Context: an optimization exercise on an open-source flow, tuned for small area. The choices shown serve that exercise and are no tape-out recipe.
Function was checked by simulation only, so behaviour that the tests miss may differ from the original.
No activity file was given, so power comes from the tool's default toggle rates.

**flow/run.sh**
```bash
#!/bin/bash
# synth_recipe.tcl (not shown) runs the flow's synth.tcl, then flattens the netlist and writes it again
# the make line also repeats each setting of config.mk as NAME=value (left out here)
make -C /OpenROAD-flow-scripts/flow DESIGN_CONFIG=/design/flow/config.mk WORK_HOME=/design/flow/orfs CLKGATE_MAP_FILE= SYNTH_SCRIPT=/design/flow/synth_recipe.tcl finish
```
**flow/config.mk**
```make
export PLATFORM = sky130hd
export DESIGN_NAME = riscv_core
export DESIGN_NICKNAME = riscv_core
export VERILOG_FILES = /design/flow/design.v
export SDC_FILE = /design/flow/constraint.sdc
export NUM_CORES = 4
export LEC_CHECK = 0
export CAP_MARGIN = 20
export CORE_MARGIN = 2
export CORE_UTILIZATION = 40
export SLEW_MARGIN = 20
```
**flow/constraint.sdc**
```tcl
create_clock -name core_clock -period 14.0 [get_ports {clk}]
set_input_delay 2.8000 -clock core_clock [delete_from_list [all_inputs] [get_ports {clk}]]
set_output_delay 2.8000 -clock core_clock [all_outputs]
set_load 0.01 [all_outputs]
```
**flow/design.v**
```verilog
`default_nettype none
package riscv_isa_pkg;
	localparam int xlen = 32;
	typedef struct packed {
		logic [6:0] funct7;
		logic [4:0] rs2;
		logic [4:0] rs1;
		logic [2:0] funct3;
		logic [4:0] rd;
		logic [6:0] opcode;
	} r_fmt_t;
	typedef struct packed {
		logic [11:0] imm11_0;
		logic [4:0]  rs1;
		logic [2:0]  funct3;
		logic [4:0]  rd;
		logic [6:0]  opcode;
	} i_fmt_t;
	typedef struct packed {
		logic [6:0] imm11_5;
		logic [4:0] rs2;
		logic [4:0] rs1;
		logic [2:0] funct3;
		logic [4:0] imm4_0;
		logic [6:0] opcode;
	} s_fmt_t;
	typedef struct packed {
		logic       imm12;
		logic [5:0] imm10_5;
		logic [4:0] rs2;
		logic [4:0] rs1;
		logic [2:0] funct3;
		logic [3:0] imm4_1;
		logic       imm11;
		logic [6:0] opcode;
	} b_fmt_t;
	typedef struct packed {
		logic       imm20;
		logic [9:0] imm10_1;
		logic       imm11;
		logic [7:0] imm19_12;
		logic [4:0] rd;
		logic [6:0] opcode;
	} j_fmt_t;
	typedef union packed {
		r_fmt_t r;
		i_fmt_t i;
		s_fmt_t s;
		b_fmt_t b;
		j_fmt_t j;
	} instr_t;
	localparam logic [6:0] op_rtype  = 7'b0110011;
	localparam logic [6:0] op_itype  = 7'b0010011;
	localparam logic [6:0] op_load   = 7'b0000011;
	localparam logic [6:0] op_store  = 7'b0100011;
	localparam logic [6:0] op_branch = 7'b1100011;
	localparam logic [6:0] op_jal    = 7'b1101111;
	localparam logic [2:0] f3_add  = 3'b000;  
	localparam logic [2:0] f3_sll  = 3'b001;
	localparam logic [2:0] f3_slt  = 3'b010;
	localparam logic [2:0] f3_sltu = 3'b011;
	localparam logic [2:0] f3_xor  = 3'b100;
	localparam logic [2:0] f3_srl  = 3'b101;  
	localparam logic [2:0] f3_or   = 3'b110;
	localparam logic [2:0] f3_and  = 3'b111;
	localparam logic [31:0] nop_instr = 32'h0000_0013;  
endpackage
`default_nettype wire
`default_nettype none
package core_ctrl_pkg;
	typedef enum logic [3:0] {
		alu_add  = 4'b0000,
		alu_sll  = 4'b0001,
		alu_slt  = 4'b0010,
		alu_sltu = 4'b0011,
		alu_xor  = 4'b0100,
		alu_srl  = 4'b0101,
		alu_or   = 4'b0110,
		alu_and  = 4'b0111,
		alu_sub  = 4'b1000,
		alu_sra  = 4'b1101
	} alu_op_e;
	typedef enum logic [1:0] {
		class_add = 2'b00,  
		class_sub = 2'b01,  
		class_reg = 2'b10,
		class_imm = 2'b11
	} alu_class_e;
	typedef enum logic [1:0] {
		res_alu = 2'b00,
		res_mem = 2'b01,
		res_pc4 = 2'b10
	} result_sel_e;
	typedef struct packed {
		logic        reg_write;
		logic        alu_src_imm;
		logic        mem_write;
		logic        branch;
		logic        jump;
		result_sel_e result_sel;
	} ctrl_t;
	typedef struct packed {
		logic                          valid;
		logic [31:0] addr;
		logic [31:0] data;
	} store_bus_t;
	localparam int dmem_words = 64;
endpackage
`default_nettype wire
`timescale 1ns/1ps
`default_nettype none
import riscv_isa_pkg::*;
import core_ctrl_pkg::*;
module main_decoder (
	input  logic [6:0]                opcode,
	input  logic [2:0]                funct3,
	output core_ctrl_pkg::ctrl_t      ctrl,
	output core_ctrl_pkg::alu_class_e alu_class
);
	logic imm_shift;
	assign imm_shift = (funct3 == f3_sll) || (funct3 == f3_srl);
	always_comb begin
		ctrl       = '0;
		ctrl.result_sel = res_alu;
		alu_class  = class_add;
		case (opcode)
			op_rtype: begin
				ctrl.reg_write = 1'b1;
				alu_class      = class_reg;
			end
			op_itype: begin
				if (!imm_shift) begin  
					ctrl.reg_write   = 1'b1;
					ctrl.alu_src_imm = 1'b1;
					alu_class        = class_imm;
				end
			end
			op_load: begin
				ctrl.reg_write   = 1'b1;
				ctrl.alu_src_imm = 1'b1;
				ctrl.result_sel  = res_mem;
			end
			op_store: begin
				ctrl.alu_src_imm = 1'b1;
				ctrl.mem_write   = 1'b1;
			end
			op_branch: begin
				ctrl.branch = 1'b1;
				alu_class   = class_sub;  
			end
			op_jal: begin
				ctrl.reg_write  = 1'b1;
				ctrl.jump       = 1'b1;
				ctrl.result_sel = res_pc4;  
			end
			default: ;  
		endcase
	end
endmodule
`default_nettype wire
`timescale 1ns/1ps
`default_nettype none
import riscv_isa_pkg::*;
import core_ctrl_pkg::*;
module alu_decoder (
	input  core_ctrl_pkg::alu_class_e alu_class,
	input  logic [2:0]                funct3,
	input  logic                      funct7_5,
	output core_ctrl_pkg::alu_op_e    alu_op
);
	logic alt;  
	assign alt = (alu_class == class_reg) && funct7_5;
	always_comb begin
		alu_op = alu_add;
		case (alu_class)
			class_add: alu_op = alu_add;
			class_sub: alu_op = alu_sub;
			class_reg, class_imm: begin
				case (funct3)
					f3_add:  alu_op = alt ? alu_sub : alu_add;
					f3_sll:  alu_op = alu_sll;
					f3_slt:  alu_op = alu_slt;
					f3_sltu: alu_op = alu_sltu;
					f3_xor:  alu_op = alu_xor;
					f3_srl:  alu_op = alt ? alu_sra : alu_srl;
					f3_or:   alu_op = alu_or;
					f3_and:  alu_op = alu_and;
				endcase
			end
		endcase
	end
endmodule
`default_nettype wire
`timescale 1ns/1ps
`default_nettype none
import core_ctrl_pkg::*;
module controller (
	input  riscv_isa_pkg::instr_t   instr,
	input  logic                    zero,
	output core_ctrl_pkg::ctrl_t    ctrl,
	output core_ctrl_pkg::alu_op_e  alu_op,
	output logic                    pc_src
);
	core_ctrl_pkg::alu_class_e alu_class;
	main_decoder md0 (
		.opcode    (instr.r.opcode),
		.funct3    (instr.r.funct3),
		.ctrl      (ctrl),
		.alu_class (alu_class)
	);
	alu_decoder ad0 (
		.alu_class (alu_class),
		.funct3    (instr.r.funct3),
		.funct7_5  (instr.r.funct7[5]),
		.alu_op    (alu_op)
	);
	assign pc_src = (ctrl.branch & zero) | ctrl.jump;
endmodule
`default_nettype wire
`timescale 1ns/1ps
`default_nettype none
import riscv_isa_pkg::*;
import core_ctrl_pkg::*;
module alu (
	input  logic [riscv_isa_pkg::xlen-1:0] a,
	input  logic [riscv_isa_pkg::xlen-1:0] b,
	input  core_ctrl_pkg::alu_op_e         op,
	output logic [riscv_isa_pkg::xlen-1:0] y,
	output logic                           zero
);
	logic [4:0] shamt;
	assign shamt = b[4:0];
	always_comb begin
		case (op)
			alu_add:  y = a + b;
			alu_sub:  y = a - b;
			alu_sll:  y = a << shamt;
			alu_slt:  y = {{(xlen-1){1'b0}}, $signed(a) < $signed(b)};
			alu_sltu: y = {{(xlen-1){1'b0}}, a < b};
			alu_xor:  y = a ^ b;
			alu_srl:  y = a >> shamt;
			alu_sra:  y = $unsigned($signed(a) >>> shamt);  
			alu_or:   y = a | b;
			alu_and:  y = a & b;
			default:  y = '0;
		endcase
	end
	assign zero = (y == '0);
endmodule
`default_nettype wire
`timescale 1ns/1ps
`default_nettype none
import riscv_isa_pkg::*;
module register_file (
	input  logic                           clk,
	input  logic                           rst,
	input  logic [4:0]                     ra1,
	input  logic [4:0]                     ra2,
	input  logic [4:0]                     wa,
	input  logic                           we,
	input  logic [riscv_isa_pkg::xlen-1:0] wd,
	output logic [riscv_isa_pkg::xlen-1:0] rd1,
	output logic [riscv_isa_pkg::xlen-1:0] rd2
);
	logic [xlen-1:0] regs [0:32-1];
	always_ff @(posedge clk) begin
		if (rst)
			for (int k = 0; k < 32; k++)
				regs[k] <= '0;
		else if (we && (wa != 5'd0))  
			regs[wa] <= wd;
	end
	assign rd1 = regs[ra1];
	assign rd2 = regs[ra2];
endmodule
`default_nettype wire
`timescale 1ns/1ps
`default_nettype none
import riscv_isa_pkg::*;
import core_ctrl_pkg::*;
module datapath (
	input  logic                            clk,
	input  logic                            rst,
	input  riscv_isa_pkg::instr_t           instr,
	input  core_ctrl_pkg::ctrl_t            ctrl,
	input  core_ctrl_pkg::alu_op_e          alu_op,
	input  logic                            pc_src,
	input  logic [riscv_isa_pkg::xlen-1:0]  mem_rdata,
	output logic [riscv_isa_pkg::xlen-1:0]  pc,
	output logic                            zero,
	output logic [riscv_isa_pkg::xlen-1:0]  alu_result,
	output logic [riscv_isa_pkg::xlen-1:0]  rs2_data
);
	logic [xlen-1:0] pc_plus4, pc_target, pc_next;
	logic [xlen-1:0] imm_i, imm_s, imm_b, imm_j;
	logic [xlen-1:0] rs1_data, src_b, result;
	always_ff @(posedge clk) begin
		if (rst)
			pc <= '0;
		else
			pc <= pc_next;
	end
	assign imm_i = {{20{instr.i.imm11_0[11]}}, instr.i.imm11_0};
	assign imm_s = {{20{instr.s.imm11_5[6]}}, instr.s.imm11_5, instr.s.imm4_0};
	assign imm_b = {{19{instr.b.imm12}}, instr.b.imm12, instr.b.imm11,
	                instr.b.imm10_5, instr.b.imm4_1, 1'b0};
	assign imm_j = {{11{instr.j.imm20}}, instr.j.imm20, instr.j.imm19_12,
	                instr.j.imm11, instr.j.imm10_1, 1'b0};
	assign pc_plus4  = pc + 32'd4;
	assign pc_target = pc + (ctrl.jump ? imm_j : imm_b);
	assign pc_next   = pc_src ? pc_target : pc_plus4;
	register_file rf0 (
		.clk (clk),
		.rst (rst),
		.ra1 (instr.r.rs1),
		.ra2 (instr.r.rs2),
		.wa  (instr.r.rd),
		.we  (ctrl.reg_write),
		.wd  (result),
		.rd1 (rs1_data),
		.rd2 (rs2_data)
	);
	assign src_b = !ctrl.alu_src_imm ? rs2_data :
	               ctrl.mem_write    ? imm_s    : imm_i;
	alu alu0 (
		.a    (rs1_data),
		.b    (src_b),
		.op   (alu_op),
		.y    (alu_result),
		.zero (zero)
	);
	always_comb begin
		case (ctrl.result_sel)
			res_mem: result = mem_rdata;
			res_pc4: result = pc_plus4;
			default: result = alu_result;
		endcase
	end
endmodule
`default_nettype wire
`timescale 1ns/1ps
`default_nettype none
import riscv_isa_pkg::*;
import core_ctrl_pkg::*;
module data_memory (
	input  logic                           clk,
	input  logic                           rst,
	input  logic                           we,
	input  logic [riscv_isa_pkg::xlen-1:0] addr,
	input  logic [riscv_isa_pkg::xlen-1:0] wdata,
	output logic [riscv_isa_pkg::xlen-1:0] rdata
);
	logic [xlen-1:0] mem [0:dmem_words-1];
	logic [$clog2(dmem_words)-1:0] idx;  
	assign idx = addr[$clog2(dmem_words)+1:2];
	always_ff @(posedge clk) begin
		if (rst)
			for (int k = 0; k < dmem_words; k++)
				mem[k] <= '0;
		else if (we)
			mem[idx] <= wdata;
	end
	assign rdata = mem[idx];
endmodule
`default_nettype wire
`timescale 1ns/1ps
`default_nettype none
import riscv_isa_pkg::*;
import core_ctrl_pkg::*;
module riscv_core (
	input  logic                           clk,
	input  logic                           rst,
	input  logic [31:0]                    instr,
	output logic [riscv_isa_pkg::xlen-1:0] pc,
	output logic                           store_valid,
	output logic [31:0]                    store_addr,
	output logic [31:0]                    store_data
);
	core_ctrl_pkg::ctrl_t           ctrl;
	core_ctrl_pkg::alu_op_e         alu_op;
	logic            pc_src, zero;
	logic [xlen-1:0] alu_result, rs2_data, mem_rdata;
	controller ctrl0 (
		.instr  (instr),
		.zero   (zero),
		.ctrl   (ctrl),
		.alu_op (alu_op),
		.pc_src (pc_src)
	);
	datapath dp0 (
		.clk        (clk),
		.rst        (rst),
		.instr      (instr),
		.ctrl       (ctrl),
		.alu_op     (alu_op),
		.pc_src     (pc_src),
		.mem_rdata  (mem_rdata),
		.pc         (pc),
		.zero       (zero),
		.alu_result (alu_result),
		.rs2_data   (rs2_data)
	);
	data_memory dmem0 (
		.clk   (clk),
		.rst   (rst),
		.we    (ctrl.mem_write),
		.addr  (alu_result),
		.wdata (rs2_data),
		.rdata (mem_rdata)
	);
	assign store_valid = ctrl.mem_write & ~rst;
	assign store_addr  = alu_result;
	assign store_data  = rs2_data;
endmodule
`default_nettype wire
```
==> impl.org <==
** Worst setup path
- Among the stages of the critical path, the cell type that occurs most often is sky130_fd_sc_hd__o21ai_0.
- Data arrives at the worst endpoint at 10.70 ns.
- Kind of launch point of the worst setup path :: input port
- Setup crit end kind :: output port
- The largest individual stage delay along the critical path comes from the cell sky130_fd_sc_hd__clkdlybuf4s50_1.
- In this run the worst path has a maximum fanout of 44.
- Worst endpoint required time :: 11.20 ns
- The worst setup path is of the in -> out kind.
- Delay of the slowest critical-path stage :: 1.00 ns
- The critical path goes through clkdlybuf4s50_1, nor2b_4, buf_4, a22oi_1, nand3_1, nand4_1, buf_4, ha_1, and4_1, o311a_1, o311ai_0, a211oi_1, o21ai_0, a21oi_1, a311oi_1, o21ai_0, o21ai_0, nand4bb_1, clkdlybuf4s50_1.

** Floorplanning
- After floorplanning, the core was divided into 228 placement rows.
- For this design the top-level I/O count stands at 131.
- The floorplan step defined a die boundary enclosing 393100 sq um.
- In this run the vertical extent of the chip is 627.0 um.
- After floorplanning, the core was sized to cover 386000 sq um.
- Die X :: 627.0 um
- Initial Utilization :: 40.22%

** Clocking
- In this run, post-CTS repair resized a total of 0 instances.
- Number of H-tree branching levels :: 5
- The clock net in this run drives a total of 3103 sinks.
- The tree is rooted in a sky130_fd_sc_hd__clkbuf_16.
- Count of hold-fix buffers inserted at cts :: 0
- Number of clock buffers inserted by TritonCTS :: 345
- After clock tree synthesis, the clock-pin slew on the worst setup and hold paths is 0.06 ns.
- TritonCTS clock tree :: built
- For the worst-skew pair, the clock arrives at the later sink with an insertion delay of 1.00 ns.
- Post-CTS timing repair inserted 0 buffers for setup.
- Longest Clk Path Bufs :: 4

** Cells and area
- Final layout net count :: 13670
- Leaving out filler cells and counting taps, the final layout contains 19000.
- Layout cell share with drive strength beyond 1 :: 12.61%
- For this run, the share of the core covered by cells in the final layout is 45.12%.
- Fill count :: 35060
- Compared with the post-synthesis result, the final layout area differs by 12.19%.

** Synth
- Fraction of the yosys area taken by sequential cells :: 59.83%
- Measured against the total synthesized area, the mux share comes to 10.64%.
- After synthesis, the largest family of logic cells by area is simple AND/OR/NAND/NOR gates.
- Complex-gate fraction of the synthesized area :: 7.208%
- After synthesis the cells add up to 155200 sq um.
- Synthesized instance count :: 13790
- Most used flip-flop cell after synthesis :: sky130_fd_sc_hd__edfxtp_1
- Area share of fa/ha/maj cells after synthesis :: 1.103%
- Summing the areas of all and, or, nand and nor instances in the mapped netlist gives 16.77% of the synthesized area.
- The synthesized design contains 3103 register bits.
- The number of different library cells used by synthesis comes to 106.
- The synthesized netlist devotes 0.3442% of its cell area to XOR and XNOR gates.
- Ys async rst share :: 0%
- Each instance of the synthesized netlist takes up on average 11.26 sq um.
- Yosys synthesis warning count :: 6
- In this run, synthesis inferred 3072 flip-flops with an integrated enable.

** Routing
- Before antenna repair, the detailed router went through 9 iterations.
- In this run the remaining antenna-violating nets after routing total 0.
- Uppermost layer routed :: met5
- The final layout contains routed wiring with a total length of 636100 um.
- For this run, design rule violations remaining after detail routing come to 0.
- Total met3 wirelength after detailed routing :: 80830 um
- Avg Vias per Cell :: 6.262
- For this block, wires on met1 add up to 229200 um.
- The first routing iteration left 18600 violations.
- Routed wire length on met2 :: 274600 um
- Dividing the detail-routed wire length by the instance count gives 33.48 um.
- The final route contains 119000 vias.

** Flow run
- Max-capacitance violation count :: 0

** STA
- The number of max-slew violations in the final report came to 0.
- The hold violation total from the final report is 0.
- Adding up every negative setup slack in the final design gives 0 ns.
- Unrepaired setup endpoints after global routing :: no
- Worst slew margin relative to its limit :: 16.58%
- On the final layout, the worst clock skew is 0.1229 ns.
- Maximum clock frequency :: 0.07409 GHz
- For the pin with the worst max-slew slack, the measured transition is 1.247 ns.
- Final worst path period need :: 13.50 ns
- The worst path uses 96.41% of the clock period.
- Setup violations remaining at the end of the flow were counted as 0.

** GRT
- Aggregate global-route resource usage :: 31.57%
- Vias in the first global route :: 110900
- Overall overflow remaining after global route :: 0
- Pin count of the biggest net entering global routing :: 139
- The first global-routing pass estimated 877100 um of wire.
- Antenna violations before repair :: 38

** Power and ir drop
- VDD sags by at most 0.0001405 V.
- Summed over all cells, the static leakage comes to 63.43 nW.
- Power Dens Cells :: 164.3 nW/um^2

** Placement
- Counting tap cells, the placed design contains a total of 18320 instances.
- Count of port buffers added during placement :: 129
- At the end of routability-driven placement, the weighted congestion stood at 1.054.
- Post-detail-place hpwl :: 401300 um

** Run status
- Outcome :: complete, no violations

** Worst hold path
- Worst min-delay path class :: reg -> reg
metal layers:
layer,vias up,track usage (%)
met5,-,0
met4,32,21.37
met3,1728,8.278
met2,8439,46.60
met1,59600,40.76
li1,49190,-
synthesized netlist by cell type (all sizes together) (20+ instances only):
cell	count	area (sq um)
buf	536	2945
clkbuf	763	2864
nor4	87	544.3
nor2	3253	12220
a211oi	92	713.2
and3	69	431.7
and2	22	137.6
a31oi	75	469.2
a311oi	29	254.0
nand2b	115	719.4
mux4	420	9459
o21a	20	150.1
nand2	1749	6588
inv	147	554.3
o211ai	82	615.6
and4	24	210.2
a221oi	46	490.5
o31ai	23	192.7
nand4	93	581.8
a32oi	42	367.9
ha	132	1652
edfxtp	3072	92250
nor3	166	863.3
a22oi	234	1757
o221ai	23	201.4
a21oi	439	2197
mux2i	685	6857
o21ai	166	830.8
nand3	574	2873
dfxtp	31	620.6
xnor2	48	420.4
a21boi	21	161.4
nor2b	61	381.6
o22ai	120	750.7
a21o	50	375.4
layout make-up:
class / instances / area, sq um / area share, %
flip-flops and latches: 3103 / 92870 / 53.33
clock buffers: 416 / 8942 / 5.135
well taps: 5175 / 6475 / 3.718
multi-input cells: 9268 / 57420 / 32.97
repair buffers: 629 / 5384 / 3.092
diodes: 45 / 112.6 / 0.06466
clock inverters: 214 / 2354 / 1.351
inverters: 151 / 593.1 / 0.3406
cell usage in the layout (no fill, tap or decap), drive strengths merged, types with 48 or more instances in the layout:
cell type      instances
a21oi                439
nor2b                 61
nor2                3253
o211ai                82
buf                  512
clkdlybuf4s50        116
clkbuf               417
a21o                  50
nand2b               115
nand3                574
a211oi                92
a31oi                 75
inv                  164
clkinv               153
nand2               1749
nor4                  87
mux4                 420
xnor2                 48
nand4                 93
mux2i                685
nor3                 166
ha                   132
o21ai                166
a22oi                234
edfxtp              3072
o22ai                120
and3                  69
stage by stage:
step                      worst slack, ns  instance area, sq um  total power [mW]  hold WS, ns
final                              0.5026                174100             28.61       0.6463
after global routing               0.4849                174100             29.11       0.6263
after CTS                          0.9332                174000             28.30       0.6271
after detailed placement           0.9536                162700             19.18       0.6205
after global placement             0.9464                162700             19.16       0.6278
after floorplan                     2.217                155300             15.23       0.5550
registers in the layout, summed over array words and instances, names as in the netlist:
name,flops
dmem0.mem,2048
dp0.pc,31
dp0.rf0.regs,1024
power breakdown:
| part | internal [mW] | leakage (nW) | switching, mW |
|---|---|---|---|
| sequential | 10.5 | 31.9 | 0.116 |
| combinational | 2.11 | 26.0 | 6.60 |
| clock | 5.30 | 5.50 | 3.97 |
logic make-up after synthesis:
group           after synthesis
xor+xnor                     61
mux                        1123
buf+inv                    1450
flops                      3103
fa+ha+maj                   135
other cells                   1
compound gates             1638
simple gates               6278
final timing paths:
check,start,cells past startpoint,end,slack [ns]
max,instr[19],19,store_addr[24],0.50
min,dp0.pc[1]$_SDFFE_PP0P_,2,dp0.pc[1]$_SDFFE_PP0P_,0.65
max reg2reg,dp0.rf0.regs[31][1]$_SDFFCE_PN0P_,27,dp0.rf0.regs[28][15]$_SDFFCE_PN0P_,4.12
min reg2reg,dp0.pc[1]$_SDFFE_PP0P_,2,dp0.pc[1]$_SDFFE_PP0P_,0.65
critical path, delay by kind of cell:
kind / cells / cell delay (ns)
AO/OA/AOI/OAI: 9 / 2.99
adder cells (fa/ha/maj): 1 / 0.38
AND/OR/NAND/NOR: 5 / 1.73
buffers and inverters: 4 / 2.69

-- port drivers added, routing unchanged --
No port has a modelled driver above. Below, the same layout with a new extraction and two added sets of constraints.
Step 1, drivers: a clkbuf_16 drives clk and a buf_2 each remaining input, both assumed.
Step 2 times the ports against the registers' clock, not the clock port: input delays grow and output delays shrink by t, the midpoint of the rising clock arrivals with the driver on.
Slacks: ideal ports / drivers / drivers and shift; pairs: ideal ports / drivers.
shift t [ns]: 1.047
setup slack, ns: 0.503 / 0.412 / 0.412
worst slew at a driven data input, ns: 0.10
cell pins on the clock port's net: 1
After both steps this run still meets setup and hold. The setup slack of this run moves by -0.091 ns with the drivers and by -0.091 ns with both steps.
